Background: an optimization exercise with open tools, aiming at small area, a short achievable clock period and few clock cycles per item. Do not read the settings as production practice. Where RTL was checked, it was by simulation tests only, not by an equivalence proof against the original. The RTL of run 4 was laid out without a check of its function. No activity file was given, so power comes from the tool's default toggle rates.

$ cat design.v
package pcg_pkg;
   localparam int REQ_DATA_W = 88;
   localparam int RSP_DATA_W = 64;
   localparam int CSR_ADDR_W = 4;
   localparam int CSR_DATA_W = 32;
   localparam logic [1:0] EVT_NOTE_OFF = 2'd0;
   localparam logic [1:0] EVT_NOTE_ON  = 2'd1;
   localparam logic [1:0] EVT_PITCH    = 2'd2;
   localparam logic [1:0] REG_GATE_HIGH = 2'd0;
   localparam logic [1:0] REG_GATE_LOW  = 2'd1;
   localparam logic [1:0] REG_THRESHOLD = 2'd2;
   localparam logic [16:0] GATE_HIGH_RST = 17'd4096;
   localparam logic [16:0] GATE_LOW_RST  = 17'd409;
   localparam logic [15:0] THRESHOLD_RST = 16'd41;
   localparam logic [18:0] Q_BASE      = 19'd20480;
   localparam logic [12:0] VEL_DEFAULT = 13'd3277;     
   localparam logic [12:0] VEL_FULL    = 13'd4096;
endpackage
import pcg_pkg::*;
module pcg_csr (
   input  logic                  clock,
   input  logic                  reset,
   input  logic                  csr_psel,
   input  logic                  csr_penable,
   input  logic                  csr_pwrite,
   input  logic [CSR_ADDR_W-1:0] csr_paddr,
   input  logic [CSR_DATA_W-1:0] csr_pwdata,
   output logic [CSR_DATA_W-1:0] csr_prdata,
   output logic                  csr_pready,
   output logic signed [16:0]    gate_high,
   output logic signed [16:0]    gate_low,
   output logic [15:0]           threshold
);
   logic signed [16:0] gate_high_ff;
   logic signed [16:0] gate_low_ff;
   logic [15:0]        threshold_ff;
   logic [16:0]        rd_lo_ff;
   logic               rd_hi_ff;
   logic               wr_beat;
   logic               wr_high;
   logic               wr_low;
   logic signed [16:0] wr_level;
   assign csr_pready = 1'b1;
   assign wr_beat    = csr_psel && csr_penable && csr_pwrite;
   assign wr_high    = wr_beat && csr_paddr[3:2] == REG_GATE_HIGH;
   assign wr_low     = wr_beat && csr_paddr[3:2] == REG_GATE_LOW;
   assign wr_level   = csr_pwdata[16:0];
   assign threshold  = threshold_ff;
   assign gate_high  = gate_high_ff;
   assign gate_low   = gate_low_ff;
   always_ff @(posedge clock) begin
      if (reset) begin
         gate_high_ff <= GATE_HIGH_RST;
         gate_low_ff  <= GATE_LOW_RST;
         threshold_ff <= THRESHOLD_RST;
      end else begin
         if (wr_high) begin
            gate_high_ff <= wr_level;
         end
         if (wr_low) begin
            gate_low_ff <= wr_level;
         end
         if (wr_beat && csr_paddr[3:2] == REG_THRESHOLD) begin
            threshold_ff <= csr_pwdata[15:0];
         end
      end
   end
   always_ff @(posedge clock) begin
      case (csr_paddr[3:2])
         REG_GATE_HIGH: begin
            rd_lo_ff <= gate_high_ff;
            rd_hi_ff <= gate_high_ff[16];
         end
         REG_GATE_LOW: begin
            rd_lo_ff <= gate_low_ff;
            rd_hi_ff <= gate_low_ff[16];
         end
         REG_THRESHOLD: begin
            rd_lo_ff <= {1'b0, threshold_ff};
            rd_hi_ff <= 1'b0;
         end
         default: begin
            rd_lo_ff <= '0;
            rd_hi_ff <= 1'b0;
         end
      endcase
   end
   assign csr_prdata = {{15{rd_hi_ff}}, rd_lo_ff};
endmodule
import pcg_pkg::*;
module pcg_lane_mem (
   input  logic               clock,
   input  logic               reset,
   input  logic [15:0]        rd_sel,
   output logic [6:0]         rd_note,
   output logic [19:0]        rd_t,
   output logic [15:0]        gates,
   output logic [15:0]        gates_nx,
   input  logic [15:0]        gate_set,
   input  logic [15:0]        gate_clr,
   input  logic [15:0]        note_we,
   input  logic [15:0]        t_we,
   input  logic [6:0]         wr_note,
   input  logic [19:0]        wr_t
);
   logic [15:0] gate_ff;
   logic [6:0]  note_ff [0:15];
   logic [19:0] t_ff    [0:15];
   assign gates    = gate_ff;
   assign gates_nx = (gate_ff & ~gate_clr) | gate_set;
   always_comb begin
      rd_note   = '0;
      rd_t      = '0;
      for (int i = 0; i < 16; i++) begin
         rd_note   = rd_note   | (note_ff[i] & {7{rd_sel[i]}});
         rd_t      = rd_t      | (t_ff[i] & {20{rd_sel[i]}});
      end
   end
   always_ff @(posedge clock) begin
      if (reset) begin
         gate_ff <= '0;
      end else begin
         gate_ff <= gates_nx;
      end
   end
   always_ff @(posedge clock) begin
      for (int i = 0; i < 16; i++) begin
         if (note_we[i]) begin
            note_ff[i] <= wr_note;
         end
         if (t_we[i]) begin
            t_ff[i] <= wr_t;
         end
      end
   end
endmodule
import pcg_pkg::*;
module pcg_add #(
   parameter int W = 8
) (
   input  logic [W-1:0] a,
   input  logic [W-1:0] b,
   input  logic         cin,
   output logic [W-1:0] s
);
   logic [W-1:0] p;
   logic [W-1:0] g;
   logic [W-1:0] gg;
   logic [W-1:0] pp;
   always_comb begin
      p  = a ^ b;
      g  = a & b;
      gg = g;
      pp = p;
      gg[0] = g[0] | (p[0] & cin);
      for (int l = 0; (1 << l) < W; l++) begin
         for (int i = 0; i < W; i++) begin
            if ((i >> l) & 1) begin
               gg[i] = gg[i] | (pp[i] & gg[((i >> l) << l) - 1]);
               pp[i] = pp[i] & pp[((i >> l) << l) - 1];
            end
         end
      end
      s[0] = p[0] ^ cin;
      for (int i = 1; i < W; i++) begin
         s[i] = p[i] ^ gg[i - 1];
      end
   end
endmodule
module pcg_uge #(
   parameter int W = 8
) (
   input  logic [W-1:0] a,
   input  logic [W-1:0] b,
   output logic         ge
);
   logic [W-1:0] gg;
   logic [W-1:0] pp;
   always_comb begin
      gg = a & ~b;
      pp = a | ~b;
      gg[0] = gg[0] | pp[0];
      for (int l = 0; (1 << l) < W; l++) begin
         for (int i = 0; i < W; i++) begin
            if ((i >> l) & 1) begin
               gg[i] = gg[i] | (pp[i] & gg[((i >> l) << l) - 1]);
               pp[i] = pp[i] & pp[((i >> l) << l) - 1];
            end
         end
      end
      ge = gg[W-1];
   end
endmodule
module pcg_csa #(
   parameter int W = 8
) (
   input  logic [W-1:0] a,
   input  logic [W-1:0] b,
   input  logic [W-1:0] c,
   output logic [W-1:0] s,
   output logic [W-1:0] k
);
   assign s = a ^ b ^ c;
   assign k = {(a[W-2:0] & b[W-2:0]) | (a[W-2:0] & c[W-2:0]) | (b[W-2:0] & c[W-2:0]), 1'b0};
endmodule
module pcg_nonneg3 (
   input  logic [23:0] x,
   input  logic [23:0] y,
   input  logic [23:0] z,
   output logic        nonneg
);
   logic [23:0] s;
   logic [23:0] k;
   logic [22:0] gg;
   logic [22:0] pp;
   always_comb begin
      s  = x ^ y ^ z;
      k  = {(x[22:0] & y[22:0]) | (x[22:0] & z[22:0]) | (y[22:0] & z[22:0]), 1'b1};
      gg = s[22:0] & k[22:0];
      pp = s[22:0] | k[22:0];
      gg[0] = gg[0] | pp[0];    
      for (int l = 0; (1 << l) < 23; l++) begin
         for (int i = 0; i < 23; i++) begin
            if ((i >> l) & 1) begin
               gg[i] = gg[i] | (pp[i] & gg[((i >> l) << l) - 1]);
               pp[i] = pp[i] & pp[((i >> l) << l) - 1];
            end
         end
      end
      nonneg = !(s[23] ^ k[23] ^ gg[22]);
   end
endmodule
module pcg_velocity_pre (
   input  logic [17:0] vel_t,       
   output logic [12:0] hi_s,
   output logic [12:0] hi_k,
   output logic        c6
);
   logic [18:0] s1, k1, s2, k2, s3, k3;
   logic        no_c6;
   pcg_csa #(.W(19)) u_v1 (.a(19'(vel_t) << 1), .b(19'(vel_t >> 3)), .c(19'(vel_t >> 7)),
                           .s(s1), .k(k1));
   pcg_csa #(.W(19)) u_v2 (.a(s1), .b(k1), .c(19'(vel_t >> 11)), .s(s2), .k(k2));
   pcg_csa #(.W(19)) u_v3 (.a(s2), .b(k2), .c(19'd38), .s(s3), .k(k3));
   pcg_uge #(.W(6)) u_c6 (.a(~k3[5:0]), .b(s3[5:0]), .ge(no_c6));
   assign c6   = !no_c6;
   assign hi_s = s3[18:6];
   assign hi_k = k3[18:6];
endmodule
module pcg_velocity (
   input  logic [12:0] hi_s,
   input  logic [12:0] hi_k,
   input  logic        c6,
   input  logic [1:0]  vel_sel,     
   output logic [12:0] velocity
);
   logic [12:0] quot;
   pcg_add #(.W(13)) u_hi (.a(hi_s), .b(hi_k), .cin(c6), .s(quot));
   always_comb begin
      case (vel_sel)
         2'd0:    velocity = quot;
         2'd1:    velocity = VEL_DEFAULT;
         2'd2:    velocity = 13'd0;
         default: velocity = VEL_FULL;
      endcase
   end
endmodule
module pcg_note_calc (
   input  logic signed [21:0] a,           
   input  logic [6:0]         rec_note,    
   input  logic signed [21:0] rec_a,       
   input  logic [15:0]        threshold,
   output logic [6:0]         note,        
   output logic signed [21:0] new_offset,  
   output logic signed [21:0] held_offset, 
   output logic               send_pitch   
);
   logic [9:0]  hi;
   logic        neg;
   logic        clamp_hi;
   logic [9:0]  hi_m127;
   logic [6:0]  hi_r;
   logic [9:0]  held_hi;
   logic        lo_ok;
   logic        hi_ok;
   assign hi       = a[21:12];
   assign neg      = a[21];
   assign clamp_hi = !neg && ((hi[9:7] != 3'd0) || (hi[6:0] == 7'd127 && a[11]));
   pcg_add #(.W(10)) u_hi_m127 (.a(hi), .b(10'h381), .cin(1'b0), .s(hi_m127));
   pcg_add #(.W(7))  u_hi_r    (.a(hi[6:0]), .b(7'd0), .cin(a[11]), .s(hi_r));
   always_comb begin
      if (neg) begin
         note       = 7'd0;
         new_offset = a;
      end else if (clamp_hi) begin
         note       = 7'd127;
         new_offset = {hi_m127, a[11:0]};
      end else begin
         note       = hi_r;
         new_offset = {{10{a[11]}}, a[11:0]};
      end
   end
   pcg_add #(.W(10)) u_held (.a(hi), .b(~{3'd0, rec_note}), .cin(1'b1), .s(held_hi));
   assign held_offset = {held_hi, a[11:0]};
   pcg_nonneg3 u_lo (
      .x      ({{2{a[21]}}, a}),
      .y      (~{8'd0, threshold}),
      .z      (~{{2{rec_a[21]}}, rec_a}),
      .nonneg (lo_ok)
   );
   pcg_nonneg3 u_hi (
      .x      ({{2{rec_a[21]}}, rec_a}),
      .y      (~{{2{a[21]}}, a}),
      .z      (~{8'd0, threshold}),
      .nonneg (hi_ok)
   );
   assign send_pitch = lo_ok || hi_ok;
endmodule
import pcg_pkg::*;
module pcg_event_out (
   input  logic                  clock,
   input  logic                  reset,
   input  logic                  push,      
   input  logic [1:0]            e_kind,
   input  logic [3:0]            e_lane,
   input  logic [6:0]            e_note,
   input  logic [12:0]           e_vel,
   input  logic [21:0]           e_off,
   input  logic [15:0]           e_time,
   input  logic                  e_last,
   input  logic                  e_on,      
   output logic                  skid_busy,
   output logic                  skid_busy_nx,
   output logic                  rsp_tvalid,
   input  logic                  rsp_tready,
   output logic [RSP_DATA_W-1:0] rsp_tdata,
   output logic [1:0]            rsp_tuser,
   output logic                  rsp_tlast
);
   localparam int EW = 66;
   logic          o_valid_ff;
   logic          o_on_ff;
   logic [1:0]    o_kind_ff;
   logic [3:0]    o_lane_ff;
   logic [6:0]    o_note_ff;
   logic [12:0]   o_vel_ff;
   logic [21:0]   o_off_ff;
   logic [15:0]   o_time_ff;
   logic          o_last_ff;
   logic          s_valid_ff;
   logic [EW-1:0] s_ff;
   logic [EW-1:0] e_bus;
   logic [EW-1:0] o_src;
   logic          o_free;
   assign e_bus  = {e_on, e_last, e_kind, e_lane, e_note, e_vel, e_off, e_time};
   assign o_free = !o_valid_ff || (rsp_tready && !o_on_ff);
   assign o_src  = s_valid_ff ? s_ff : e_bus;
   assign skid_busy    = s_valid_ff;
   assign skid_busy_nx = s_valid_ff ? !o_free : (push && !o_free);
   always_ff @(posedge clock) begin
      if (reset) begin
         o_valid_ff <= 1'b0;
         o_on_ff    <= 1'b0;
         s_valid_ff <= 1'b0;
      end else begin
         if (o_on_ff) begin
            if (rsp_tready) begin
               o_on_ff <= 1'b0;
            end
         end else if (o_free) begin
            o_valid_ff <= s_valid_ff || push;
            o_on_ff    <= o_src[EW-1] && (s_valid_ff || push);
         end
         s_valid_ff <= skid_busy_nx;
      end
   end
   always_ff @(posedge clock) begin
      if (o_on_ff) begin
         if (rsp_tready) begin
            o_kind_ff <= EVT_PITCH;
            o_vel_ff  <= '0;
            o_last_ff <= 1'b1;
         end
      end else if (o_free) begin
         {o_last_ff, o_kind_ff, o_lane_ff, o_note_ff, o_vel_ff, o_off_ff, o_time_ff} <= o_src[EW-2:0];
         o_last_ff <= o_src[EW-2] && !o_src[EW-1];
      end
      if (!s_valid_ff) begin
         s_ff <= e_bus;
      end
   end
   assign rsp_tvalid = o_valid_ff;
   assign rsp_tuser  = o_kind_ff;
   assign rsp_tlast  = o_last_ff;
   assign rsp_tdata  = {2'd0, o_time_ff, o_off_ff & {22{!o_on_ff}}, o_vel_ff, o_note_ff, o_lane_ff};
endmodule
import pcg_pkg::*;
module poly_cv_gate_to_note_events (
   input  logic                  clock,
   input  logic                  reset,
   input  logic                  req_tvalid,
   output logic                  req_tready,
   input  logic [REQ_DATA_W-1:0] req_tdata,
   input  logic [0:0]            req_tuser,    
   output logic                  rsp_tvalid,
   input  logic                  rsp_tready,
   output logic [RSP_DATA_W-1:0] rsp_tdata,
   output logic [1:0]            rsp_tuser,    
   output logic                  rsp_tlast,
   input  logic                  csr_psel,
   input  logic                  csr_penable,
   input  logic                  csr_pwrite,
   input  logic [CSR_ADDR_W-1:0] csr_paddr,
   input  logic [CSR_DATA_W-1:0] csr_pwdata,
   output logic [CSR_DATA_W-1:0] csr_prdata,
   output logic                  csr_pready
);
   logic signed [16:0] gate_high;
   logic signed [16:0] gate_low;
   logic [15:0]        threshold;
   logic               rdy_ff;         
   logic               a_valid_ff;
   logic               a_reset_ff;
   logic [3:0]         a_lane_ff;
   logic [4:0]         a_req_ff;       
   logic signed [16:0] a_gate_ff;
   logic               a_ge;           
   logic               a_le;           
   logic signed [16:0] a_pitch_ff;
   logic signed [6:0]  a_m_ff;         
   logic [17:0]        a_vt_ff;        
   logic [1:0]         a_vsel_ff;
   logic [15:0]        a_time_ff;
   logic               b_valid_ff;
   logic               b_simple_ff;    
   logic               b_final_ff;     
   logic               it_reset_ff;    
   logic [15:0]        it_sel_ff;      
   logic [15:0]        it_pend_ff;     
   logic               it_use_ff;      
   logic               it_ge_ff;       
   logic               it_le_ff;       
   logic signed [19:0] it_t_ff;        
   logic [12:0]        it_vhs_ff;      
   logic [12:0]        it_vhk_ff;
   logic               it_vc_ff;
   logic [1:0]         it_vsel_ff;
   logic               noev_ff;        
   logic               fire_ff;        
   logic               done_ff;        
   logic               bfree_ff;       
   logic [15:0]        it_time_ff;
   logic               rec_gate_ff;    
   logic [6:0]         rec_note_ff;
   logic signed [19:0] rec_t_ff;
   logic [4:0]         lanes_ff;       
   logic signed [16:0] in_gate;
   logic signed [16:0] in_vl;
   logic [4:0]         in_count;
   logic [17:0]        in_vt;
   logic               a_lane0;
   logic [15:0]        a_sel;
   logic               a_simple;
   logic [19:0]        a_t_s, a_t_k, a_t;
   logic [12:0]        a_vhs;
   logic [12:0]        a_vhk;
   logic               a_vc;
   logic [15:0]        a_pend;
   logic [12:0]        c_vel;
   logic [6:0]         mem_note;
   logic [19:0]        mem_t;
   logic [15:0]        walk_sel;
   logic [6:0]         walk_note;
   logic [15:0]        rd_sel;
   logic [15:0]        gates;
   logic [15:0]        gates_nx;
   logic [15:0]        gate_set;
   logic [15:0]        gate_clr;
   logic [15:0]        note_we;
   logic [15:0]        t_we;
   logic               note_wr;
   logic               t_wr;
   logic [6:0]         c_note;
   logic signed [21:0] c_new_off;
   logic signed [21:0] c_held_off;
   logic               c_send;
   logic [15:0]        pending;
   logic               walk_any;
   logic               walk_single;
   logic [3:0]         walk_lane;
   logic [3:0]         it_lane;
   logic               step;           
   logic               fire;
   logic               b_done;
   logic               a_move;
   logic               a_valid_nx;
   logic               b_valid_nx;
   logic               b_final_nx;
   logic               step_nx;
   logic               wphase;         
   logic               bfree_nx;
   logic               noev_nx;
   logic               fire_nx;
   logic               a_use;
   logic               a_gate;
   logic               rise, fall, held;
   logic               s_event;
   logic               skid_busy;
   logic               skid_busy_nx;
   logic               push;
   logic [1:0]         e_kind;
   logic [3:0]         e_lane;
   logic [6:0]         e_note;
   logic [12:0]        e_vel;
   logic [21:0]        e_off;
   logic               e_last;
   logic               e_on;
   pcg_csr u_csr (
      .clock       (clock),
      .reset       (reset),
      .csr_psel    (csr_psel),
      .csr_penable (csr_penable),
      .csr_pwrite  (csr_pwrite),
      .csr_paddr   (csr_paddr),
      .csr_pwdata  (csr_pwdata),
      .csr_prdata  (csr_prdata),
      .csr_pready  (csr_pready),
      .gate_high   (gate_high),
      .gate_low    (gate_low),
      .threshold   (threshold)
   );
   pcg_lane_mem u_lane_mem (
      .clock     (clock),
      .reset     (reset),
      .rd_sel    (rd_sel),
      .rd_note   (mem_note),
      .rd_t      (mem_t),
      .gates     (gates),
      .gates_nx  (gates_nx),
      .gate_set  (gate_set),
      .gate_clr  (gate_clr),
      .note_we   (note_we),
      .t_we      (t_we),
      .wr_note   (c_note),
      .wr_t      (it_t_ff)
   );
   pcg_velocity_pre u_velocity_pre (
      .vel_t (a_vt_ff),
      .hi_s  (a_vhs),
      .hi_k  (a_vhk),
      .c6    (a_vc)
   );
   pcg_velocity u_velocity (
      .hi_s     (it_vhs_ff),
      .hi_k     (it_vhk_ff),
      .c6       (it_vc_ff),
      .vel_sel  (it_vsel_ff),
      .velocity (c_vel)
   );
   pcg_note_calc u_note_calc (
      .a           ({it_t_ff, 2'b00}),
      .rec_note    (rec_note_ff),
      .rec_a       ({rec_t_ff, 2'b00}),
      .threshold   (threshold),
      .note        (c_note),
      .new_offset  (c_new_off),
      .held_offset (c_held_off),
      .send_pitch  (c_send)
   );
   pcg_event_out u_event_out (
      .clock        (clock),
      .reset        (reset),
      .push         (push),
      .e_kind       (e_kind),
      .e_lane       (e_lane),
      .e_note       (e_note),
      .e_vel        (e_vel),
      .e_off        (e_off),
      .e_time       (it_time_ff),
      .e_last       (e_last),
      .e_on         (e_on),
      .skid_busy    (skid_busy),
      .skid_busy_nx (skid_busy_nx),
      .rsp_tvalid   (rsp_tvalid),
      .rsp_tready   (rsp_tready),
      .rsp_tdata    (rsp_tdata),
      .rsp_tuser    (rsp_tuser),
      .rsp_tlast    (rsp_tlast)
   );
   assign req_tready = rdy_ff;
   assign in_count = req_tdata[8:4];
   assign in_gate  = req_tdata[25:9];
   assign in_vl    = req_tdata[64:48];
   pcg_add #(.W(18)) u_in_vt (.a(18'(in_vl[15:0])), .b(18'(in_vl[15:0]) << 1), .cin(1'b0), .s(in_vt));
   always_ff @(posedge clock) begin
      if (rdy_ff) begin
         a_reset_ff <= req_tuser[0];
         a_lane_ff  <= req_tdata[3:0];
         if (in_count == 5'd0) begin
            a_req_ff <= 5'd1;
         end else if (in_count > 5'd16) begin
            a_req_ff <= 5'd16;
         end else begin
            a_req_ff <= in_count;
         end
         a_gate_ff  <= in_gate;
         a_pitch_ff <= req_tdata[42:26];
         a_m_ff     <= 7'sd15 + 7'($signed(req_tdata[47:43])) + (7'($signed(req_tdata[47:43])) <<< 1);
         a_vt_ff    <= in_vt;
         if (!req_tdata[65]) begin
            a_vsel_ff <= 2'd1;
         end else if (in_vl[16] || in_vl == 17'd0) begin
            a_vsel_ff <= 2'd2;
         end else if (in_vl >= 17'sd40955) begin
            a_vsel_ff <= 2'd3;
         end else begin
            a_vsel_ff <= 2'd0;
         end
         a_time_ff  <= req_tdata[81:66];
      end
   end
   pcg_uge #(.W(17)) u_ge (.a(a_gate_ff ^ 17'h10000), .b(gate_high ^ 17'h10000), .ge(a_ge));
   pcg_uge #(.W(17)) u_le (.a(gate_low ^ 17'h10000), .b(a_gate_ff ^ 17'h10000), .ge(a_le));
   assign a_lane0  = (a_lane_ff == 4'd0);
   assign a_sel    = 16'(1) << a_lane_ff;
   assign a_simple = (a_pend == 16'd0);
   pcg_csa #(.W(20)) u_a_csa (
      .a (20'(a_pitch_ff)),
      .b (20'(a_pitch_ff) << 1),
      .c (20'(a_m_ff) << 12),
      .s (a_t_s),
      .k (a_t_k)
   );
   pcg_add #(.W(20)) u_a_add (.a(a_t_s), .b(a_t_k), .cin(1'b0), .s(a_t));
   assign wphase = !(b_simple_ff || b_final_ff);
   assign step   = !wphase;
   assign fire   = fire_ff;
   assign b_done = done_ff;
   assign a_move = a_valid_ff && bfree_ff;
   assign a_use  = !a_reset_ff && (a_lane0 || {1'b0, a_lane_ff} < lanes_ff);
   assign a_gate = |(gates_nx & a_sel);
   always_comb begin
      a_valid_nx = rdy_ff ? req_tvalid : a_valid_ff;
      b_valid_nx = a_move || (b_valid_ff && !b_done);
      if (bfree_ff) begin
         b_final_nx = 1'b0;
         step_nx    = a_simple;
         noev_nx    = !a_use || (!a_gate && !a_ge);
      end else begin
         noev_nx    = noev_ff;
         b_final_nx = b_final_ff
                      || (b_valid_ff && wphase && (!walk_any || (fire && walk_single)));
         step_nx    = b_simple_ff || b_final_nx;
      end
      fire_nx  = b_valid_nx && (!skid_busy_nx || (noev_nx && step_nx));
      bfree_nx = !b_valid_nx || (fire_nx && step_nx);
   end
   always_ff @(posedge clock) begin
      if (reset) begin
         rdy_ff     <= 1'b1;
         a_valid_ff <= 1'b0;
         b_valid_ff <= 1'b0;
         b_final_ff <= 1'b0;
         fire_ff    <= 1'b0;
         noev_ff    <= 1'b0;
         done_ff    <= 1'b0;
         bfree_ff   <= 1'b1;
         lanes_ff   <= 5'd1;
      end else begin
         rdy_ff     <= !a_valid_nx || bfree_nx;
         a_valid_ff <= a_valid_nx;
         b_valid_ff <= b_valid_nx;
         b_final_ff <= b_final_nx;
         fire_ff    <= fire_nx;
         done_ff    <= fire_nx && step_nx;
         noev_ff    <= noev_nx;
         bfree_ff   <= bfree_nx;
         if (a_move) begin
            if (a_reset_ff) begin
               lanes_ff <= 5'd1;
            end else if (a_lane0) begin
               lanes_ff <= a_req_ff;
            end
         end
      end
   end
   always_comb begin
      for (int i = 0; i < 16; i++) begin
         a_pend[i] = gates_nx[i] && (a_reset_ff || (a_lane0 && 5'(i) >= a_req_ff));
      end
   end
   always_ff @(posedge clock) begin
      if (bfree_ff) begin
         b_simple_ff <= a_simple;
         it_reset_ff <= a_reset_ff;
         it_sel_ff   <= a_sel;
         it_pend_ff  <= a_pend;
         it_use_ff   <= a_use;
         it_ge_ff    <= a_ge;
         it_le_ff    <= a_le;
         it_t_ff     <= a_t;
         it_vhs_ff   <= a_vhs;
         it_vhk_ff   <= a_vhk;
         it_vc_ff    <= a_vc;
         it_vsel_ff  <= a_vsel_ff;
         it_time_ff  <= a_time_ff;
         rec_gate_ff <= a_gate;
         rec_note_ff <= (note_wr && |(it_sel_ff & a_sel)) ? c_note : mem_note;
         rec_t_ff    <= (t_wr && |(it_sel_ff & a_sel)) ? it_t_ff : mem_t;
      end else if (fire && wphase) begin
         it_pend_ff  <= it_pend_ff & ~walk_sel;
      end
   end
   assign pending   = it_pend_ff;
   assign rd_sel    = (b_valid_ff && wphase) ? walk_sel : a_sel;
   assign walk_note = mem_note;
   assign walk_any = |pending;
   always_comb begin
      walk_sel  = '0;
      walk_lane = '0;
      for (int i = 15; i >= 0; i--) begin
         if (pending[i]) begin
            walk_sel  = 16'(1) << i;
            walk_lane = 4'(i);
         end
      end
   end
   assign walk_single = (pending & ~walk_sel) == 16'd0;
   always_comb begin
      it_lane = '0;
      for (int i = 0; i < 16; i++) begin
         it_lane = it_lane | (4'(i) & {4{it_sel_ff[i]}});
      end
   end
   assign rise    = it_use_ff && !rec_gate_ff && it_ge_ff;
   assign fall    = it_use_ff && rec_gate_ff && it_le_ff;
   assign held    = it_use_ff && rec_gate_ff && !it_le_ff && c_send;
   assign s_event = rise || fall || held;
   assign note_wr = b_done && rise;
   assign t_wr    = b_done && (rise || held);
   always_comb begin
      push     = 1'b0;
      e_kind   = EVT_NOTE_OFF;
      e_lane   = it_lane;
      e_note   = rec_note_ff;
      e_vel    = '0;
      e_off    = '0;
      e_last   = 1'b1;
      e_on     = 1'b0;
      gate_set = '0;
      gate_clr = '0;
      if (wphase) begin
         push   = fire && walk_any;
         e_lane = walk_lane;
         e_note = walk_note;
         e_last = walk_single && (it_reset_ff || !s_event);
         if (fire) begin
            gate_clr = walk_sel;
         end
      end else begin
         push = fire && s_event;
         if (rise) begin
            e_kind = EVT_NOTE_ON;
            e_note = c_note;
            e_vel  = c_vel;
            e_off  = c_new_off;
            e_on   = 1'b1;
         end else if (!fall) begin
            e_kind = EVT_PITCH;
            e_off  = c_held_off;
         end
         if (fire) begin
            gate_set = rise ? it_sel_ff : 16'd0;
            gate_clr = fall ? it_sel_ff : 16'd0;
         end
      end
   end
   assign note_we = note_wr ? it_sel_ff : 16'd0;
   assign t_we    = t_wr ? it_sel_ff : 16'd0;
endmodule
$ cat flow/run.sh
#!/bin/bash
# Layout flow: the standard layout (standard.sh, with its synthesis
# unchanged), run with timing repair aimed below the clock period, small
# plain buffers on the ports (resized by repair where timing needs it) and
# larger clock-tree sink clusters. Each tool's output goes to a log file here.
set -euo pipefail
export SETUP_SLACK_MARGIN=6
export BUFFER_PORTS_ARGS="-buffer_cell sky130_fd_sc_hd__buf_1"
export CTS_CLUSTER_SIZE=25
export CTS_CLUSTER_DIAMETER=100
bash standard.sh > standard_flow.log 2>&1
$ cat standard.sh
#!/bin/bash
# synth_recipe.tcl (not shown) runs the flow's synth.tcl, then flattens the netlist and writes it again
# the make line also repeats each setting of config.mk as NAME=value (left out here)
make -C /OpenROAD-flow-scripts/flow DESIGN_CONFIG=/design/flow/config.mk WORK_HOME=/design/flow/orfs CLKGATE_MAP_FILE= SYNTH_SCRIPT=/design/flow/synth_recipe.tcl "${@:-finish}"
$ cat config.mk
export PLATFORM = sky130hd
export DESIGN_NAME = poly_cv_gate_to_note_events
export DESIGN_NICKNAME = poly_cv_gate_to_note_events
export VERILOG_FILES = /design/flow/design.v
export SDC_FILE = /design/flow/constraint.sdc
export NUM_CORES = 4
export LEC_CHECK = 0
export CAP_MARGIN = 20
export CORE_MARGIN = 2
export CORE_UTILIZATION = 55
export SLEW_MARGIN = 20
$ cat constraint.sdc
create_clock -name core_clock -period 10.0 [get_ports {clock}]
set_input_delay 2.0000 -clock core_clock [delete_from_list [all_inputs] [get_ports {clock}]]
set_output_delay 2.0000 -clock core_clock [all_outputs]
set_load 0.01 [all_outputs]
==> results of run 1 <==
worst max-delay path by stage:
stage | endpoint | start | slack (ns)
after floorplan | a_vt_ff[16]$_DFFE_PP_ | req_tdata[50] | 5.54
after global placement | a_vt_ff[16]$_DFFE_PP_ | req_tdata[50] | 4.97
after detailed placement | u_lane_mem.t_ff[3][1]$_DFFE_PP_ | it_t_ff[14]$_DFFE_PP_ | 4.88
after CTS | a_vt_ff[16]$_DFFE_PP_ | req_tdata[49] | 6.01
after global routing | a_vt_ff[16]$_DFFE_PP_ | req_tdata[50] | 5.90
final | a_vt_ff[16]$_DFFE_PP_ | req_tdata[50] | 6.01
routing by layer:
layer,vias to the layer above,global-route usage,part of all wire
met3,141,0.0389,0.073
li1,11300,-,-
met2,1000,0.437,0.47
met1,12400,0.399,0.43
met4,4,0.0640,0.026
met5,-,0,0.00034
registers in the layout, indices dropped and copies added, names as in the netlist, 17 cells and up:
signal,flops
a_gate_ff,17
a_pitch_ff,17
a_vt_ff,18
it_t_ff,20
rec_t_ff,20
u_csr.gate_high_ff,17
u_csr.gate_low_ff,17
u_csr.rd_lo_ff,17
u_event_out.o_off_ff,22
u_event_out.s_ff,66
u_lane_mem.note_ff,112
u_lane_mem.t_ff,320
cells in the mapped netlist (all sizes together), types with 6 or more instances:
library cell / instances / area, sq um
o41ai: 6 / 97.6
nor2b: 40 / 250
xor2: 13 / 114
nor4: 14 / 87.6
and3: 24 / 150
a31oi: 14 / 87.6
ha: 140 / 1750
nor2: 111 / 419
and2: 42 / 263
o21a: 14 / 105
o21ai: 104 / 524
mux2i: 49 / 490
a211oi: 16 / 120
o21bai: 7 / 52.6
inv: 174 / 653
a221oi: 25 / 219
a22o: 19 / 166
a32oi: 7 / 61.3
a21boi: 9 / 67.6
maj3: 21 / 210
nand3: 68 / 340
a21oi: 157 / 790
nand2b: 28 / 175
a21o: 15 / 113
a22oi: 98 / 736
o31ai: 20 / 160
a2111oi: 6 / 52.6
nand4: 36 / 225
nor3: 41 / 221
a222oi: 56 / 561
buf: 36 / 249
nand2: 291 / 1090
xnor2: 22 / 193
o211ai: 13 / 97.6
dfxtp: 166 / 3320
o22ai: 13 / 81.3
mux2: 19 / 214
fa: 64 / 1280
clkbuf: 102 / 383
or4: 9 / 82.6
edfxtp: 713 / 21400
placed cells by master (no fill, tap or decap), types with 36 or more instances in the layout:
cell type  Yosys  layout
nor3_1        39      37
nand3_1       68      68
clkbuf_16      0      43
ha_1         140     136
nor2b_1       40      39
nand2_1      291     288
a21oi_1      156     155
o21ai_0       89      86
buf_1          6     201
nand4_1       36      36
dfxtp_1      166     162
buf_4         23      75
a222oi_1      56      56
edfxtp_1     713     713
mux2i_1       49      49
fa_1          64      64
nor2_1       110     108
a22oi_1       98      98
inv_1        174     173
cell type report:
class | instances | area share
sequential | 879 | 0.587
timing repair buffer | 292 | 0.0357
clock inverter | 9 | 0.00320
tap | 931 | 0.0276
clock buffer | 71 | 0.0280
multi-input combinational | 1725 | 0.303
inverter | 174 | 0.0158
cells by family after synthesis:
logic type / Yosys count / share of synthesized area
flip-flops: 879 / 0.645
buffers and inverters: 312 / 0.0335
AO/OA/AOI/OAI: 647 / 0.118
multiplexers: 68 / 0.0184
AND/OR/NAND/NOR: 731 / 0.0917
other: 2 / 0.000196
adder cells (fa/ha/maj): 225 / 0.0846
XOR/XNOR: 35 / 0.00800
what timing repair did:
action                                  4_1_cts  5_1_grt
hold endpoints to repair                      0        0
endpoints found under the setup margin      371      342
buffers inserted                             43        7
gates cloned                                  2       14
gates resized for setup                      24       40
pin swaps                                     9       13
through the flow:
stage	total power, mW	hold slack (ns)	setup slack (ns)	cell area, sq um
2_1_floorplan	5.87	0.400	5.54	38400
3_3_place_gp	6.48	0.402	4.97	40100
3_5_place_dp	6.55	0.406	4.88	40100
4_1_cts	8.65	0.428	6.01	41900
5_1_grt	9.04	0.437	5.90	42200
6_report	8.65	0.428	6.01	42200
power groups by stage:
stage          combinational (mW)  clock (mW)  sequential, mW
5_1_grt                      2.17        2.17            4.70
6_report                     1.96        2.03            4.67
4_1_cts                      1.92        2.06            4.66
3_5_place_dp                 1.69           0            4.86
3_3_place_gp                 1.64           0            4.84
2_1_floorplan                1.11           0            4.76
==> results by group, run 1 <==
Worst setup path
  • Cell depth of the worst flop-to-flop path: 12
  • CP peak stage delay: 0.41 ns
  • Slowest cell on crit path: o41a_1
  • Reg2reg start: it_t_ff[14]$_DFFE_PP_
  • Req. time, crit path: 10.41 ns
  • R2r endpoint: u_lane_mem.t_ff[6][14]$_DFFE_PP_
  • CP top delay family: compound AO/OA/AOI/OAI gates
  • CP Capture Type: flop
  • R2R setup slack: 6.10 ns
  • WS Path Type: in2reg
  • Worst-path fanout max: 4
  • WP depth: 14
  • Data arrival time of the critical path: 4.40 ns
  • Worst Setup Start Kind: input port
  • Crit path buf inv count: 2
  • Crit path cell chain: buf_12 > inv_12 > ha_4 > nor2b_2 > o21ai_1 > a21boi_1 > o21a_1 > o41a_1 > a41o_1 > o211a_1 > o21a_1 > o21ai_1 > nand2b_1 > ha_4

Timing
  • Fin. Hold Viols: 0
  • Max Slew Vio Count: 0
  • Unrepaired setup endpoints after global routing: true
  • Fmax: 251 MHz
  • Period utilization: 0.399
  • Final setup viols: 0
  • Worst-Margin Slew: 1.11 ns
  • Setup Skew: 0.0291 ns
  • Fin Setup TNS: 0 ns
  • Rel. slew slack: 0.257
  • Minimum clock period: 3.99 ns

Power
  • Clock Power Share: 0.235
  • P_sw: 2.60 mW
  • Reg power frac: 0.539
  • Pwr dens: 205 nW/um^2
  • Leakage power: 15.4 nW
  • Logic pwr share: 0.226
  • Sw frac: 0.301
  • Internal power: 6.05 mW
  • Peak VDD IR: 0.123 mV

Route
  • Initial drt markers: 2,727
  • Pre-antenna DRT Iters: 7
  • DR DRC count: 0
  • DR vias/cell: 6.10
  • Vias: 24,900
  • DR WL/cell: 24.9 um
  • Routed Antenna Nets: 0
  • Final WL: 101,000 um

Global routing
  • Initial antenna violation count: 2
  • First-pass GRT wire length: 147,000 um
  • GR Util All Layers: 0.273
  • Pin count of the biggest net entering global routing: 64
  • Vias in the first global route: 23,700
  • Total grt overflow: 0

Finish
  • Number of diodes: 0
  • Footprint of the multi-input gates: 12,800 sq um
  • Final core utilization: 0.613
  • Sequential cell area: 24,700 sq um
  • Fillers: 5,437
  • P&R area growth vs syn: 10.0%
  • Share of cells above drive strength 1: 0.0797
  • Nets: 3,451
  • Layout Cells excl Fill: 4,081

Clock tree
  • CTS tree: done
  • H-tree levels: 2
  • Reg clk slew, reported paths: 0.10 ns
  • CTS Hold Bufs: 0
  • Clock Path Buffers: 3
  • Root Buffer: clkbuf_16
  • Num CTS Buffers: 43
  • Clock sinks: 879
  • Worst skew pair latency: 0.64 ns

Yosys
  • FFs w/ async S/R, synth: 0
  • Post-synth EDFFs: 713
  • Post-Syn Area: 38,300 sq um
  • Syn Area/Cell: 13.2 sq um
  • Synth Instances: 2,899
  • Seq/Total Area, Yosys: 0.645
  • Ys flop type: edfxtp_1
  • Yosys warnings: 16
  • Synth unique cells: 88
  • Flip-flop and latch count after synthesis: 879

Run status
  • Status: complete, no violations

Floorplanning
  • Initial core utilization: 0.557
  • Row count: 96
  • Die extent in x: 268 um
  • I/O pin count: 234
  • DIE AREA: 71,800 sq um
  • Core area: 68,800 sq um
  • Die Span Y: 268 um

Placement
  • Number of port buffers: 207
  • Post-DP HPWL: 65,700 um
  • Placed Instances: 3,935
  • Final Wtd Congestion: 0.909

Min path
  • Hold Crit Class: reg2reg
  • Hold path start: a_time_ff[13]$_DFFE_PP_
  • Hold Crit Endpoint: it_time_ff[13]$_DFFE_PP_
  • Hold Crit Depth: 0

Job
  • Max Cap Violations: 0
Testbench counts, summed over its fixed seeds: cycles 34,101, items 32,000.
==> run 2: changes to the inputs <==
--- a/config.mk
+++ b/config.mk
@@ -9,3 +9,4 @@
 export CORE_MARGIN = 2
-export CORE_UTILIZATION = 55
+export CORE_UTILIZATION = 40
+export GPL_ROUTABILITY_DRIVEN = 0
 export SLEW_MARGIN = 20
==> run 2 against run 1 <==
Effect of this change:
- still clean
- via count down 1.9%
- synthesized area unchanged
- setup slack gained 0.023 ns
- sequential power is essentially flat
- non-clock buffer count shrank 4
==> results by group, run 2 <==
Job
  • Max Cap Violations: 0 (unchanged)

Timing
  • Setup Skew: 0.0266 ns (-0.00250 ns)
  • Worst-Margin Slew: 1.01 ns (-0.0991 ns)
  • Final setup viols: 0 (unchanged)
  • Unrepaired setup endpoints after global routing: true
  • Fin. Hold Viols: 0 (unchanged)
  • Max Slew Vio Count: 0 (unchanged)
  • Fin Setup TNS: 0 ns (unchanged)
  • Period utilization: 0.397 (-0.00232)
  • Rel. slew slack: 0.326 (+0.0689)
  • Minimum clock period: 3.97 ns (-0.0232 ns)
  • Fmax: 252 MHz (+0.59%)

Route
  • DR vias/cell: 5.55 (-8.9%)
  • DR DRC count: 0 (unchanged)
  • Final WL: 100,000 um (-1.3%)
  • Routed Antenna Nets: 0 (unchanged)
  • Initial drt markers: 2,595 (-4.8%)
  • DR WL/cell: 22.8 um (-8.3%)
  • Pre-antenna DRT Iters: 7 (unchanged)
  • Vias: 24,400 (-1.9%)

Power
  • Pwr dens: 202 nW/um^2 (-1.3%)
  • Leakage power: 15.4 nW (-0.44%)
  • Peak VDD IR: 0.122 mV (-0.72%)

Finish
  • Commonest non-fill, non-tap cell in the layout: edfxtp_1
  • Footprint of the multi-input gates: 12,600 sq um (-1.1%)
  • Sequential cell area: 24,700 sq um (about the same)
  • Largest registers: u_lane_mem.t_ff x320, u_lane_mem.note_ff x112, u_event_out.s_ff x66
  • Most frequent cells in the layout: edfxtp_1, nand2_1, buf_1
  • Share of cells above drive strength 1: 0.0745 (-0.00519)
  • Max reg flops: 320 (unchanged)
  • Largest Register: u_lane_mem.t_ff
  • Final instance area: 42,400 sq um (+0.48%)
  • Fillers: 8,748 (+61%)
  • Nets: 3,430 (-0.61%)
  • P&R area growth vs syn: 10.6%

Floorplanning
  • DIE AREA: 98,300 sq um (+37%)
  • I/O pin count: 234 (unchanged)
  • Die extent in x: 314 um (+17%)
  • Row count: 113 (+18%)
  • Die Span Y: 314 um (+17%)
  • Core area: 95,000 sq um (+38%)
  • Initial core utilization: 0.403 (-0.153)

Yosys
  • Seq/Total Area, Yosys: 0.645 (unchanged)
  • Post-synth top area share: 0.559 (unchanged)
  • Synth Instances: 2,899 (unchanged)
  • Flip-flop and latch count after synthesis: 879 (unchanged)
  • Syn Area/Cell: 13.2 sq um (unchanged)
  • Post-synth EDFFs: 713 (unchanged)
  • Dominant cell type by area after synthesis: edfxtp_1
  • FFs w/ async S/R, synth: 0 (unchanged)
  • Dominant cells by area after synthesis: edfxtp_1, dfxtp_1, ha_1
  • Most common cell in the synthesized netlist: edfxtp_1
  • Synth top cells by count: edfxtp_1, nand2_1, inv_1, dfxtp_1, a21oi_1
  • Synth unique cells: 88 (unchanged)
  • Ys flop type: edfxtp_1
  • Yosys warnings: 16 (unchanged)
  • Post-Syn Area: 38,300 sq um (unchanged)

Placement
  • Placement Cell Area: 40,700 sq um (+1.3%)
  • Post-DP HPWL: 66,000 um (+0.33%)
  • Number of port buffers: 207 (unchanged)

Global routing
  • GR peak layer: met2
  • Initial antenna violation count: 2 (unchanged)
  • M2 GR Usage: 0.328 (-0.109)
  • GR Util All Layers: 0.198 (-0.0748)
  • First-pass GRT wire length: 147,000 um (+0.42%)
  • Total grt overflow: 0 (unchanged)
  • Vias in the first global route: 23,600 (-0.48%)
  • Met3 Usage GRT: 0.0374 (-0.00154)
  • Pin count of the biggest net entering global routing: 76 (+19%)
  • Met1 usage: 0.265 (-0.134)

Worst setup path
  • Data arrival time of the critical path: 4.35 ns (-0.05 ns)
  • Worst setup path startpoint: req_tdata[50]
  • Req. time, crit path: 10.38 ns (-0.03 ns)
  • Critical Path End: a_vt_ff[16]$_DFFE_PP_
  • WS Path Type: in2reg
  • Cell depth of the worst flop-to-flop path: 12 (unchanged)
  • Reg2reg start: it_t_ff[14]$_DFFE_PP_
  • Worst Setup Start Kind: input port
  • CP Capture Type: flop
  • R2R setup slack: 6.14 ns (+0.04 ns)
  • R2r endpoint: u_lane_mem.t_ff[3][2]$_DFFE_PP_
  • Worst-path fanout max: 4 (unchanged)

Clock tree
  • Reg clk slew, reported paths: 0.10 ns (about the same)
  • CTS Hold Bufs: 0 (unchanged)
  • Clock Path Buffers: 3 (unchanged)
  • Num CTS Buffers: 42 (-2.3%)
  • Clock sinks: 879 (unchanged)
  • CTS tree: done
  • Root Buffer: clkbuf_16
  • H-tree levels: 2 (unchanged)
  • Worst skew pair latency: 0.63 ns (about the same)

Min path
  • Hold Crit Depth: 0 (unchanged)
  • Hold Crit Class: reg2reg
  • Hold path start: a_time_ff[1]$_DFFE_PP_

Run status
  • Status: complete, no violations
[run 2: cell count changes in the layout (fill, tap and decap cells not counted), sizes merged]
cell,change
and2,-14
buf,-4
clkbuf,-3
clkinv,+2
diode,+1
inv,-1
o21ai,-2
[run 2: logic make-up after synthesis]
group | Yosys count | share of synthesized area
compound gates | 647 | 0.118
xor+xnor | 35 | 0.00800
fa+ha+maj | 225 | 0.0846
buf+inv | 312 | 0.0335
flops | 879 | 0.645
mux | 68 | 0.0184
other cells | 2 | 0.000196
simple gates | 731 | 0.0917
[run 2: what timing repair did]
item,in CTS,in global routing
gates resized for setup,26,25
endpoints found under the setup margin,361,357
cloned,0,1
setup buffers,10,20
pin swaps,3,15
[run 2: routing by layer]
layer	part of all wire	vias up
met5	0	-
met4	0.030	0
met3	0.078	146
met2	0.48	938
met1	0.42	12100
li1	-	11200
[run 2: worst max-delay path: stages]
cell and delay (ns):
buf_12 0.10, inv_12 0.03, ha_4 0.26, nor2b_4 0.03, o21ai_2 0.14, a21boi_1 0.08, o21a_1 0.18, o41a_1 0.39
a41o_1 0.27, o211a_1 0.24, o21a_1 0.19, o21ai_1 0.12, nand2b_1 0.10, ha_4 0.21
[run 2: stage by stage]
stage	setup slack [ns]	util	cells	total power [mW]	hold WS, ns
6_report	6.03	0.446	4394	8.58	0.425
3_3_place_gp	4.96	0.428	4284	6.57	0.400
5_1_grt	5.94	0.446	4394	9.00	0.430
2_1_floorplan	5.54	-	2900	5.87	0.400
4_1_cts	6.01	0.443	4372	8.61	0.422
3_5_place_dp	4.94	0.428	4284	6.60	0.405
[run 2: worst min path at each step]
stage,to,slack [ns]
floorplan,it_time_ff[0]$_DFFE_PP_,0.40
global placement,it_time_ff[1]$_DFFE_PP_,0.40
detailed placement,it_time_ff[10]$_DFFE_PP_,0.40
CTS,it_time_ff[10]$_DFFE_PP_,0.42
global route,it_time_ff[7]$_DFFE_PP_,0.43
finish,it_time_ff[1]$_DFFE_PP_,0.42
[run 2: where the power goes]
part	total [mW]	switching [mW]	internal (mW)
sequential	4.65	0.163	4.48
combinational	1.95	1.24	0.708
clock	1.99	1.16	0.830
total	8.58	2.56	6.02
[run 2: cell type report]
class / count / area share
timing repair buffer: 288 / 0.0350
tap: 1265 / 0.0373
antenna: 1 / 0.0000590
multi-input combinational: 1709 / 0.298
clock inverter: 10 / 0.00213
clock buffer: 68 / 0.0276
sequential: 879 / 0.584
inverter: 174 / 0.0157
==> run 3: changes to the inputs <==
--- a/flow/run.sh
+++ b/flow/run.sh
@@ -6,3 +6,3 @@
 set -euo pipefail
-export SETUP_SLACK_MARGIN=6
+export SETUP_SLACK_MARGIN=6.15
 export BUFFER_PORTS_ARGS="-buffer_cell sky130_fd_sc_hd__buf_1"
--- a/config.mk
+++ b/config.mk
@@ -10,3 +10,2 @@
 export CORE_UTILIZATION = 40
-export GPL_ROUTABILITY_DRIVEN = 0
 export SLEW_MARGIN = 20
==> run 3 against run 2 <==
Effect of this change:
- utilization grew 0.40 points
- synthesized area stayed put
- via count increased by 1.6%
- still clean
- combinational power grew 3%
- critical endpoint unchanged
- clock-buffer cell count shrank 10
==> results by group, run 3 <==
Global routing
  • GR Util All Layers: 0.199 (about the same)
  • Pin count of the biggest net entering global routing: 72 (-5.3%)
  • Total grt overflow: 0 (unchanged)
  • Initial antenna violation count: 3 (+1)
  • Vias in the first global route: 23,500 (-0.26%)
  • First-pass GRT wire length: 148,000 um (+0.51%)

Yosys
  • Synth unique cells: 88 (unchanged)
  • Dominant cell type by area after synthesis: edfxtp_1
  • Most common cell in the synthesized netlist: edfxtp_1
  • Flip-flop and latch count after synthesis: 879 (unchanged)
  • Synth top cells by count: edfxtp_1, nand2_1, inv_1, dfxtp_1, a21oi_1
  • Dominant cells by area after synthesis: edfxtp_1, dfxtp_1, ha_1
  • FFs w/ async S/R, synth: 0 (unchanged)
  • Ys flop type: edfxtp_1
  • Post-synth EDFFs: 713 (unchanged)
  • Synth Instances: 2,899 (unchanged)
  • Post-synth top area share: 0.559 (unchanged)
  • Syn Area/Cell: 13.2 sq um (unchanged)
  • Seq/Total Area, Yosys: 0.645 (unchanged)
  • Post-Syn Area: 38,300 sq um (unchanged)
  • Yosys warnings: 16 (unchanged)

Worst setup path
  • CP Capture Type: flop
  • Req. time, crit path: 10.38 ns (about the same)
  • Worst-path fanout max: 3 (-1)
  • Cell depth of the worst flop-to-flop path: 11 (-1)
  • Worst Setup Start Kind: input port
  • WS Path Type: in2reg
  • Data arrival time of the critical path: 4.20 ns (-0.15 ns)

Power
  • P_sw: 2.54 mW (-0.61%)
  • Clock Power Share: 0.229 (-0.003)
  • Total power: 8.60 mW (+0.21%)
  • Pwr dens: 201 nW/um^2 (-0.69%)
  • Sw frac: 0.296 (-0.00243)
  • Leakage power: 15.5 nW (+1.2%)
  • Reg power frac: 0.538 (-0.003)
  • Logic pwr share: 0.233 (+0.006)
  • Peak VDD IR: 0.106 mV (-13%)
  • Internal power: 6.05 mW (+0.55%)

Clock tree
  • Num CTS Buffers: 42 (unchanged)
  • H-tree levels: 2 (unchanged)
  • Reg clk slew, reported paths: 0.10 ns (about the same)
  • Clock Path Buffers: 3 (unchanged)
  • CTS tree: done
  • Root Buffer: clkbuf_16
  • Worst skew pair latency: 0.63 ns (about the same)
  • Clock sinks: 879 (unchanged)

Floorplanning
  • Die Span Y: 314 um (unchanged)
  • I/O pin count: 234 (unchanged)
  • Core area: 95,000 sq um (unchanged)
  • Row count: 113 (unchanged)
  • Die extent in x: 314 um (unchanged)
  • Initial core utilization: 0.403 (unchanged)
  • DIE AREA: 98,300 sq um (unchanged)

Route
  • DR vias/cell: 5.61 (+0.95%)
  • Initial drt markers: 3,070 (+18%)
  • Routed Antenna Nets: 0 (unchanged)
  • DR DRC count: 0 (unchanged)
  • Vias: 24,800 (+1.6%)
  • Final WL: 102,000 um (+1.7%)
  • Pre-antenna DRT Iters: 6 (-1)
  • DR WL/cell: 23.0 um (+1.0%)

Finish
  • Share of cells above drive strength 1: 0.0877 (+0.0133)
  • Max reg flops: 320 (unchanged)
  • Commonest non-fill, non-tap cell in the layout: edfxtp_1
  • Layout Cells excl Fill: 4,423 (+0.66%)
  • P&R area growth vs syn: 11.6%
  • Largest registers: u_lane_mem.t_ff x320, u_lane_mem.note_ff x112, u_event_out.s_ff x66
  • Largest Register: u_lane_mem.t_ff
  • Most frequent cells in the layout: edfxtp_1, nand2_1, buf_1
  • Final core utilization: 0.450 (+0.00403)
  • Nets: 3,471 (+1.2%)
  • Final instance area: 42,800 sq um (+0.90%)
  • Fillers: 8,706 (-0.48%)

Timing
  • Final worst setup slack: 6.19 ns (+0.151 ns)
  • Fmax: 262 MHz (+4.0%)
  • Fin. Hold Viols: 0 (unchanged)
  • Minimum clock period: 3.81 ns (-0.151 ns)
  • Setup Skew: 0.0306 ns (+0.00400 ns)
  • Rel. slew slack: 0.351 (+0.0251)
  • Final setup viols: 0 (unchanged)
  • Worst-Margin Slew: 0.970 ns (-0.0414 ns)
  • Unrepaired setup endpoints after global routing: true
  • Period utilization: 0.381 (-0.0151)
  • Fin Setup TNS: 0 ns (unchanged)
  • Max Slew Vio Count: 0 (unchanged)
  • Final Hold Slack: 0.417 ns (-0.00735 ns)

Placement
  • Setup WS pre-CTS: 4.92 ns (-0.0159 ns)
  • Final Wtd Congestion: 0.882
  • Post-DP HPWL: 66,100 um (+0.27%)
  • Placed Instances: 4,291 (+0.16%)
  • Placement Cell Area: 40,700 sq um (+0.17%)
  • Number of port buffers: 207 (unchanged)

Min path
  • Hold Crit Depth: 0 (unchanged)
  • Hold Crit Class: reg2reg

Run status
  • Status: complete, no violations

Job
  • Max Cap Violations: 0 (unchanged)
## run 3: cell counts after synthesis
No cell type changed its count.
## run 3: final cells by class
type / count / area, sq um / area share
sequential: 879 / 24700 / 0.579
multi-input combinational: 1737 / 12900 / 0.302
timing repair buffer: 301 / 1630 / 0.0382
tap: 1265 / 1580 / 0.0370
clock buffer: 58 / 1130 / 0.0265
inverter: 174 / 669 / 0.0157
clock inverter: 8 / 91.3 / 0.00214
antenna: 1 / 2.50 / 0.0000585
## run 3: critical path, stage by stage
cell      delay, ns
buf_12         0.09
inv_12         0.03
ha_4           0.25
nor2b_2        0.03
o21ai_2        0.12
a21boi_1       0.08
o21a_1         0.19
o41a_1         0.33
a41o_1         0.21
o211a_1        0.23
o21a_1         0.19
o21ai_1        0.12
nand2b_1       0.10
ha_4           0.21
## run 3: power groups by stage
stage / combinational (mW) / sequential (mW) / clock, mW
floorplan: 1.12 / 4.76 / 0
global placement: 1.87 / 4.71 / 0
detailed placement: 1.89 / 4.71 / 0
CTS: 1.98 / 4.62 / 2.02
global route: 2.23 / 4.65 / 2.14
finish: 2.00 / 4.62 / 1.97
## run 3: cells by family (layout without fill, tap and decap cells)
group                      Yosys count  after routing  synth area share
AOI/OAI and AO/OA                  647            647             0.118
xor gates and xnor gates            35             35           0.00800
adders and majority gates          225            225            0.0846
buffers and inverters              312            541            0.0335
DFF                                879            879             0.645
muxes                               68             68            0.0184
other                                2              4          0.000196
and+or+nand+nor                    731            759            0.0917
## run 3: repair_timing
item | 4_1_cts | 5_1_grt
gates cloned | 10 | 19
hold buffers | 0 | 0
resized for setup | 53 | 40
pin swaps | 15 | 8
buffers inserted | 18 | 18
setup endpoints to repair | 369 | 345
## run 3: final timing paths
kind	slack (ns)	endpoint	start
setup / recovery	6.19	a_vt_ff[16]$_DFFE_PP_	req_tdata[50]
hold / removal	0.42	it_time_ff[15]$_DFFE_PP_	a_time_ff[15]$_DFFE_PP_
setup reg to reg	6.24	u_lane_mem.t_ff[4][5]$_DFFE_PP_	it_t_ff[15]$_DFFE_PP_
hold reg to reg	0.42	it_time_ff[15]$_DFFE_PP_	a_time_ff[15]$_DFFE_PP_
## run 3: metal layers
metal  global-route usage  wire length (um)  up-vias
met4               0.0477              2130        2
met5                    0                12        -
li1                     -                 -    11300
met3               0.0241              7030      118
met2                0.335             49400      940
met1                0.274             43300    12400
==> run 4: changes to the inputs <==
--- a/design.v
+++ b/design.v
@@ -443,2 +443,3 @@
    logic signed [19:0] it_t_ff;        
+   logic [19:0]        it_tw_ff;       
    logic [12:0]        it_vhs_ff;      
@@ -544,3 +545,3 @@
       .wr_note   (c_note),
-      .wr_t      (it_t_ff)
+      .wr_t      (it_tw_ff)
    );
@@ -708,3 +709,3 @@
          rec_note_ff <= (note_wr && |(it_sel_ff & a_sel)) ? c_note : mem_note;
-         rec_t_ff    <= (t_wr && |(it_sel_ff & a_sel)) ? it_t_ff : mem_t;
+         rec_t_ff    <= (t_wr && |(it_sel_ff & a_sel)) ? it_tw_ff : mem_t;
       end else if (fire && wphase) begin
@@ -712,2 +713,7 @@
       end
+   end
+   always_ff @(posedge clock) begin
+      if (a_move) begin
+         it_tw_ff <= a_t;
+      end
    end
--- a/flow/run.sh
+++ b/flow/run.sh
@@ -6,3 +6,3 @@
 set -euo pipefail
-export SETUP_SLACK_MARGIN=6.15
+export SETUP_SLACK_MARGIN=6.3
 export BUFFER_PORTS_ARGS="-buffer_cell sky130_fd_sc_hd__buf_1"
==> run 4 against run 3 <==
Effect of this change:
- worst hold slack gained 0.0081 ns
- die area rose by 1.3%
- register-to-register slack got worse by 0.27 ns
- critical endpoint is now rec_t_ff[9]$_DFFE_PP_
==> results by group, run 4 <==
Floorplanning
  • Die extent in x: 316 um (+0.62%)
  • I/O pin count: 234 (unchanged)
  • Die Span Y: 316 um (+0.62%)
  • DIE AREA: 99,600 sq um (+1.3%)
  • Row count: 114 (+0.88%)
  • Initial core utilization: 0.403 (-0.000858)
  • Core area: 96,400 sq um (+1.5%)

Global routing
  • Vias in the first global route: 23,400 (-0.73%)
  • First-pass GRT wire length: 152,000 um (+2.7%)
  • GR Util All Layers: 0.203 (+0.00440)
  • Total grt overflow: 0 (unchanged)
  • Initial antenna violation count: 1 (-2)
  • Pin count of the biggest net entering global routing: 75 (+4.2%)

Finish
  • Final core utilization: 0.459 (+0.00889)
  • Nets: 3,488 (+0.49%)
  • Largest registers: u_lane_mem.t_ff x320, u_lane_mem.note_ff x112, u_event_out.s_ff x66
  • Commonest non-fill, non-tap cell in the layout: edfxtp_1
  • P&R area growth vs syn: 14.0%
  • Final instance area: 44,300 sq um (+3.5%)
  • Share of cells above drive strength 1: 0.116 (+0.0278)
  • Largest Register: u_lane_mem.t_ff
  • Max reg flops: 320 (unchanged)
  • Most frequent cells in the layout: edfxtp_1, nand2_1, buf_1

Timing
  • Unrepaired setup endpoints after global routing: true
  • Setup Skew: 0.0372 ns (+0.00663 ns)
  • Minimum clock period: 4.03 ns (+0.216 ns)
  • Rel. slew slack: 0.260 (-0.0910)
  • Worst-Margin Slew: 1.11 ns (+0.138 ns)
  • Fmax: 248 MHz (-5.4%)
  • Final setup viols: 0 (unchanged)
  • Period utilization: 0.403 (+0.0216)
  • Max Slew Vio Count: 0 (unchanged)
  • Final worst setup slack: 5.97 ns (-0.216 ns)
  • Fin Setup TNS: 0 ns (unchanged)
  • Fin. Hold Viols: 0 (unchanged)

Yosys
  • Largest family of logic cells by synthesized area: compound AO/OA/AOI/OAI gates
  • Synth unique cells: 85 (-3.4%)
  • Post-Syn Area: 38,800 sq um (+1.3%)
  • Most common cell in the synthesized netlist: edfxtp_1
  • Mux share of post-synthesis cell area: 0.0189 (+0.000543)
  • Ys flop type: edfxtp_1
  • Flip-flop and latch count after synthesis: 899 (+2.3%)
  • Synth top cells by count: edfxtp_1, nand2_1, inv_1, dfxtp_1, a21oi_1
  • Post-synthesis compound-gate area fraction: 0.120 (+0.00126)
  • FFs w/ async S/R, synth: 0 (unchanged)
  • Post-synth EDFFs: 733 (+2.8%)
  • Dominant cells by area after synthesis: edfxtp_1, dfxtp_1, ha_1
  • Post-synthesis adder-cell area fraction: 0.0806 (-0.00396)
  • Post-Synth XOR/XNOR Area: 0.00857 (+0.000577)
  • Dominant cell type by area after synthesis: edfxtp_1
  • Synth Instances: 2,876 (-0.79%)
  • Yosys warnings: 16 (unchanged)
  • Syn Area/Cell: 13.5 sq um (+2.1%)
  • Simple-Gate Fraction of Synth Area: 0.0873 (-0.00434)
  • Post-synth top area share: 0.567 (+0.00847)
  • Seq/Total Area, Yosys: 0.653 (+0.00738)

Placement
  • Setup WS pre-CTS: 5.02 ns (+0.0985 ns)
  • Final Wtd Congestion: 0.915 (+3.8%)
  • Number of port buffers: 207 (unchanged)
  • Placement Cell Area: 41,100 sq um (+0.86%)
  • Post-DP HPWL: 66,500 um (+0.52%)

Min path
  • Hold path start: a_time_ff[4]$_DFFE_PP_
  • Hold Crit Class: reg2reg

Clock tree
  • CTS Hold Bufs: 0 (unchanged)
  • Clock Path Buffers: 3 (unchanged)
  • Clock sinks: 899 (+2.3%)
  • Num CTS Buffers: 42 (unchanged)
  • Reg clk slew, reported paths: 0.10 ns (about the same)
  • Root Buffer: clkbuf_16
  • CTS tree: done
  • H-tree levels: 2 (unchanged)
  • Worst skew pair latency: 0.64 ns (about the same)

Power
  • Peak VDD IR: 0.120 mV (+13%)
  • Leakage power: 15.9 nW (+2.6%)
  • Total power: 8.52 mW (-0.88%)
  • Pwr dens: 193 nW/um^2 (-4.2%)

Worst setup path
  • Reg2reg start: rec_t_ff[12]$_DFFE_PP_
  • Req. time, crit path: 10.38 ns (about the same)
  • R2r endpoint: rec_t_ff[9]$_DFFE_PP_
  • Worst Setup Start Kind: flop
  • WS Path Type: reg2reg
  • CP Capture Type: flop
  • Worst setup path startpoint: rec_t_ff[12]$_DFFE_PP_
  • Worst-path fanout max: 6 (+3)
  • Cell depth of the worst flop-to-flop path: 14 (+3)
  • R2R setup slack: 5.97 ns (-0.27 ns)
  • Data arrival time of the critical path: 4.41 ns (+0.21 ns)
  • Critical Path End: rec_t_ff[9]$_DFFE_PP_

Job
  • Max Cap Violations: 0 (unchanged)

Route
  • DR WL/cell: 23.6 um (+2.4%)
  • Initial drt markers: 3,100 (+0.98%)
  • DR vias/cell: 5.65 (+0.78%)
  • Routed Antenna Nets: 0 (unchanged)
  • Pre-antenna DRT Iters: 9 (+3)
  • Vias: 25,200 (+1.5%)
  • Final WL: 105,000 um (+3.1%)
  • DR DRC count: 0 (unchanged)

Run status
  • Status: complete, no violations
-- run 4: cell count changes after synthesis, moves of 23 or more --
cell	previous run	this run
nand3_1	68	92
a22o_1	19	44
nand4_1	36	11
mux2_2	18	41
a22oi_1	98	49
mux2i_1	49	25
nand2_1	291	232
-- run 4: layer usage --
| layer | wire (um) | vias to the layer above | GRT usage |
|---|---|---|---|
| met1 | 47900 | 12600 | 0.308 |
| met3 | 7990 | 132 | 0.0257 |
| met5 | 0 | - | 0 |
| met2 | 47000 | 968 | 0.311 |
| met4 | 2120 | 0 | 0.0451 |
| li1 | - | 11400 | - |
-- run 4: cell families after synthesis --
kind of cell               Yosys count
muxes                               68
xor gates and xnor gates            38
adders and majority gates          214
AOI/OAI and AO/OA                  648
DFF                                899
and+or+nand+nor                    699
buffers and inverters              308
other                                2
-- run 4: how the worst min path moves through the flow --
stage | cells past startpoint | endpoint | slack (ns)
global route | 0 | it_time_ff[4]$_DFFE_PP_ | 0.43
floorplan | 0 | it_time_ff[0]$_DFFE_PP_ | 0.40
CTS | 0 | it_time_ff[15]$_DFFE_PP_ | 0.42
detailed placement | 0 | it_time_ff[4]$_DFFE_PP_ | 0.40
global placement | 0 | it_time_ff[5]$_DFFE_PP_ | 0.40
finish | 0 | it_time_ff[4]$_DFFE_PP_ | 0.43
-- run 4: metrics by stage --
stage                     std cells  hold WS, ns
final                          4454        0.426
after global routing           4454        0.430
after CTS                      4425        0.420
after detailed placement       4263        0.405
after global placement         4263        0.401
after floorplan                2877        0.400
-- run 4: worst max-delay path, stage by stage, from the launching register on --
cell and delay, ns:
edfxtp_1 0.40, inv_1 0.08, fa_2 0.63, a21oi_1 0.07, or2_2 0.29, a21oi_1 0.21
o31a_1 0.16, o21ai_0 0.15, o211ai_1 0.26, or4b_4 0.53, o311ai_4 0.09, buf_6 0.19
buf_12 0.14, o21a_4 0.23, mux2_4 0.33
-- run 4: final cells by class --
cell class	instances	area (sq um)
repair buffers	328	2320
clock inverters	6	91.3
multi-input cells	1710	13100
inverters	172	664
clock buffers	62	1130
flip-flops and latches	899	25400
diodes	1	2.50
well taps	1276	1600
fillers	8667	52200
-- run 4: timing repair --
item | in CTS | in global routing
gates resized for setup | 150 | 62
endpoints found under the setup margin | 368 | 410
cloned | 53 | 8
setup buffers | 41 | 20
pin swaps | 20 | 12
-- run 4: power by group --
group	switching [mW]	leakage, nW	internal (mW)
Combinational	1.09	6.84	0.720
Sequential	0.216	8.52	4.51
Clock	1.18	0.582	0.807

[re-timing with driven ports]
How much do the figures lean on ideal ports? The routed layouts below were timed once more, with nothing changed but the port constraints.
Step 1: set_driving_cell puts a clkbuf_16 on clock and a buf_2 on each other input, an assumption about the parent block.
Step 2 adds t to the input delays and takes it off the output delays; t is the mean of the earliest and latest rising clock arrival at the registers after step 1. Input paths then give back, and output paths get back, about the clock's delay inside the block.
Three values: ideal ports, drivers, drivers and shift; two values: the first two.
| run | t (ns) | setup slack, ns | worst setup path after step 2 | worst data-port slew with drivers (ns) |
|---|---|---|---|---|
| run 1 | 0.691 | 6.011 / 6.012 / 5.321 | input to register | 0.07 |
| run 2 | 0.683 | 6.034 / 6.036 / 5.352 | input to register | 0.08 |
| run 3 | 0.679 | 6.185 / 6.185 / 5.506 | input to register | 0.06 |
| run 4 | 0.693 | 5.970 / 5.970 / 5.612 | input to register | 0.11 |
After both steps setup and hold are still met in every run listed. The setup slack of run 1, which loses most, moves by +0.001 ns with the drivers and by -0.690 ns with both steps.
